Background: an optimization exercise with open tools, aiming at small area, a short achievable clock period and few clock cycles. Do not read the settings as production practice. RTL that was checked went through simulation tests only; none was proved equivalent to the original. No activity file was given, so power comes from the tool's default toggle rates.

## amber
==> flow/design.v (excerpt) <==
module top_k_candidate_list_unit
(
    input  logic                 aclk,
    input  logic                 aresetn,
    input  logic                 s_tvalid,
    output logic                 s_tready,
    input  logic [S_TDATA_W-1:0] s_tdata,    
    input  logic [S_TUSER_W-1:0] s_tuser,    
    output logic                 m_tvalid,
    input  logic                 m_tready,
    output logic [M_TDATA_W-1:0] m_tdata,    
    output logic [M_TUSER_W-1:0] m_tuser,    
    output logic                 m_tlast
);
    logic                  push;
    logic                  pop;
    logic [RANK_W-1:0]     idx;
    logic [LIST_DEPTH-1:0] sel_id;
    logic [LIST_DEPTH-1:0] sel_score;
    tkcl_pkg::status_t     verdict;
    logic [LIST_DEPTH-1:0] first_sel;
    logic [LIST_DEPTH-1:0] next_sel;
    logic [CNT_W-1:0]      held_count;
    logic [ID_W-1:0]       rd_id;
    logic [SCORE_W-1:0]    rd_score;
    tkcl_ctrl u_ctrl (
        .aclk       (aclk),
        .aresetn    (aresetn),
        .s_tvalid   (s_tvalid),
        .s_tready   (s_tready),
        .m_tvalid   (m_tvalid),
        .m_tready   (m_tready),
        .m_tuser    (m_tuser),
        .m_tlast    (m_tlast),
        .push       (push),
        .pop        (pop),
        .idx        (idx),
        .sel_id     (sel_id),
        .sel_score  (sel_score),
        .verdict    (verdict),
        .first_sel  (first_sel),
        .next_sel   (next_sel),
        .held_count (held_count)
    );
    tkcl_datapath u_datapath (
  ...
Size: roughly 84 I/O pins, roughly 18000 sq um of cells after synthesis.
==> flow/config.mk <==
export PLATFORM = sky130hd
export DESIGN_NAME = top_k_candidate_list_unit
export DESIGN_NICKNAME = top_k_candidate_list_unit
export VERILOG_FILES = /design/flow/design.v
export SDC_FILE = /design/flow/constraint.sdc
export NUM_CORES = 4
export LEC_CHECK = 0
export CAP_MARGIN = 20
export CORE_MARGIN = 2
export CORE_UTILIZATION = 40
export CTS_CLUSTER_DIAMETER = 100
export CTS_CLUSTER_SIZE = 18
export SETUP_SLACK_MARGIN = 3.75
export SLEW_MARGIN = 20
==> flow/constraint.sdc <==
create_clock -name core_clock -period 7.0 [get_ports {aclk}]
set_input_delay 1.4000 -clock core_clock [delete_from_list [all_inputs] [get_ports {aclk}]]
set_output_delay 1.4000 -clock core_clock [all_outputs]
set_load 0.01 [all_outputs]
standard.sh (not shown) runs the stock make flow with config.mk's settings and CLKGATE_MAP_FILE= SYNTH_SCRIPT=/design/flow/synth_recipe.tcl, a recipe that flattens the netlist after the stock synthesis.
==> flow/flow/run.sh <==
#!/bin/bash
# The standard layout, with plain buffers (buf_1) on the ports in place of the
# delay buffers buffer_ports picks by default; timing repair resizes them where
# needed. Each tool's output goes to a log of its own under orfs/logs, and
# the make output to standard.log.
set -euo pipefail
export BUFFER_PORTS_ARGS="-buffer_cell sky130_fd_sc_hd__buf_1"
bash standard.sh > standard.log 2>&1
Inputs modified between amber and raven:
--- a/flow/design.v
+++ b/flow/design.v
@@ -62,51 +62,54 @@
     input  logic [LIST_DEPTH-1:0] next_sel,      
     input  logic [CNT_W-1:0]      held_count
 );
     logic                  req_valid;
     logic                  valid_reg;
     logic                  last_reg;
     tkcl_pkg::status_t     status_reg;
     logic [RANK_W-1:0]     idx_reg;
     logic [LIST_DEPTH-1:0] sel_reg;         
     logic [LIST_DEPTH-1:0] sel_score_reg;   
+    logic                  free_reg;        
     logic [LIST_DEPTH-1:0] sel_next;
     logic advance;     
     logic head_free;   
-    logic head_ins;    
-    logic take_base;   
-    logic take_last;   
     assign advance   = !valid_reg || m_tready;
     assign head_free = advance && (!valid_reg || last_reg);
     assign pop       = req_valid && head_free;
-    assign head_ins  = (verdict == STAT_INSERTED);
-    assign take_base = !req_valid || (!valid_reg && !head_ins);
-    assign take_last = last_reg && !head_ins;
-    assign s_tready  = take_base || (m_tready && take_last);
+    assign s_tready  = free_reg || (m_tready && last_reg);
     assign push      = s_tvalid && s_tready;
     always_ff @(posedge aclk) begin
         if (!aresetn) begin
             req_valid <= 1'b0;
         end else if (push) begin
             req_valid <= 1'b1;
         end else if (pop) begin
             req_valid <= 1'b0;
         end
     end
     always_ff @(posedge aclk) begin
         if (!aresetn) begin
             valid_reg <= 1'b0;
         end else if (advance) begin
             valid_reg <= (valid_reg && !last_reg) || req_valid;
         end
     end
     always_ff @(posedge aclk) begin
+        if (!aresetn) begin
+            free_reg <= 1'b1;
+        end else begin
+            free_reg <= !(push || (req_valid && !pop)) ||
+                        !(advance ? ((valid_reg && !last_reg) || req_valid) : valid_reg);
+        end
+    end
+    always_ff @(posedge aclk) begin
         if (advance) begin
             if (valid_reg && !last_reg) begin
                 idx_reg  <= idx_reg + RANK_W'(1);
                 last_reg <= (CNT_W'(idx_reg) + CNT_W'(2)) == held_count;
             end else begin
                 idx_reg <= '0;
                 if (verdict == STAT_INSERTED) begin
                     status_reg <= STAT_INSERTED;
                     last_reg   <= (held_count == '0);
                 end else begin
@@ -238,32 +241,40 @@
         end else if (full && (&score_le)) begin
             verdict = STAT_FULL_WORSE;
         end else begin
             verdict = STAT_INSERTED;
         end
     end
     assign clear  = pop && (req_action == ACT_CLEAR);
     assign insert = pop && (verdict == STAT_INSERTED);
     always_comb begin
         for (int k = 0; k < LIST_DEPTH; k++) begin
-            in_eq[k] = !clear && held[k] && (slot_id[k] == in_id);
+            if (insert && target[k]) begin
+                in_eq[k] = !clear && (req_id == in_id);
+            end else begin
+                in_eq[k] = !clear && held[k] && (slot_id[k] == in_id);
+            end
         end
     end
     always_ff @(posedge aclk) begin
         if (push) begin
             flag_dup      <= |in_eq;
             req_id        <= in_id;
             req_score     <= in_score;
             req_action    <= s_tuser[0];
             req_no_chance <= s_tuser[1];
             for (int k = 0; k < LIST_DEPTH; k++) begin
-                flag_le[k] <= !clear && held[k] && le16(slot_score[k], in_score);
+                if (insert && target[k]) begin
+                    flag_le[k] <= !clear && le16(req_score, in_score);
+                end else begin
+                    flag_le[k] <= !clear && held[k] && le16(slot_score[k], in_score);
+                end
             end
         end
     end
     for (genvar k = 0; k < LIST_DEPTH; k++) begin : g_slot
         always_ff @(posedge aclk) begin
             if (insert && target[k]) begin
                 slot_id[k]    <= req_id;
                 slot_score[k] <= req_score;
             end
         end
Multiplexer fraction of the synthesized cell area essentially unchanged between raven and amber.
Routability congestion estimate of raven exceeds that of amber by a few percent.
Relative to amber, the worst setup slack for register-to-register paths of raven is higher by 0.06 ns.
met4 as the topmost layer with routed signal wires was reported by raven, and met5 by amber.
Changes observed in raven relative to amber: share of cells above drive strength 1 went down by 0.16 points; maximum frequency rose 4.9%.
When the final numbers for amber and raven were put side by side, the part of the power in combinational logic turned out to be greater in raven.
For the clock buffer count in the final layout, raven came in 22% higher than amber did.
Testbench counts of raven, summed over its fixed seeds: cycles 13,741.
The RTL of amber was laid out without a check of its function.

-- re-timing with driven ports --
No port has a modelled driver above. Below, the same layouts with a new extraction and two added sets of constraints.
Step 1, drivers: a clkbuf_16 drives aclk and a buf_2 each remaining input, both assumed.
Step 2 also shifts input and output timing later by t, the mid clock arrival at the registers, as if the neighbouring blocks saw the same clock.
Slacks: ideal / step 1 / step 2; pairs: ideal / step 1.
run | t (ns) | slack for setup (ns) | pins driven straight from the clock port
amber | 0.621 | 3.623 / 3.574 / 3.316 | 1
raven | 0.623 | 3.781 / 3.719 / 3.273 | 1
After both steps setup and hold are still met in every run listed. For raven, which loses most, drivers alone change the setup slack by -0.062 ns; drivers and shift together by -0.508 ns.
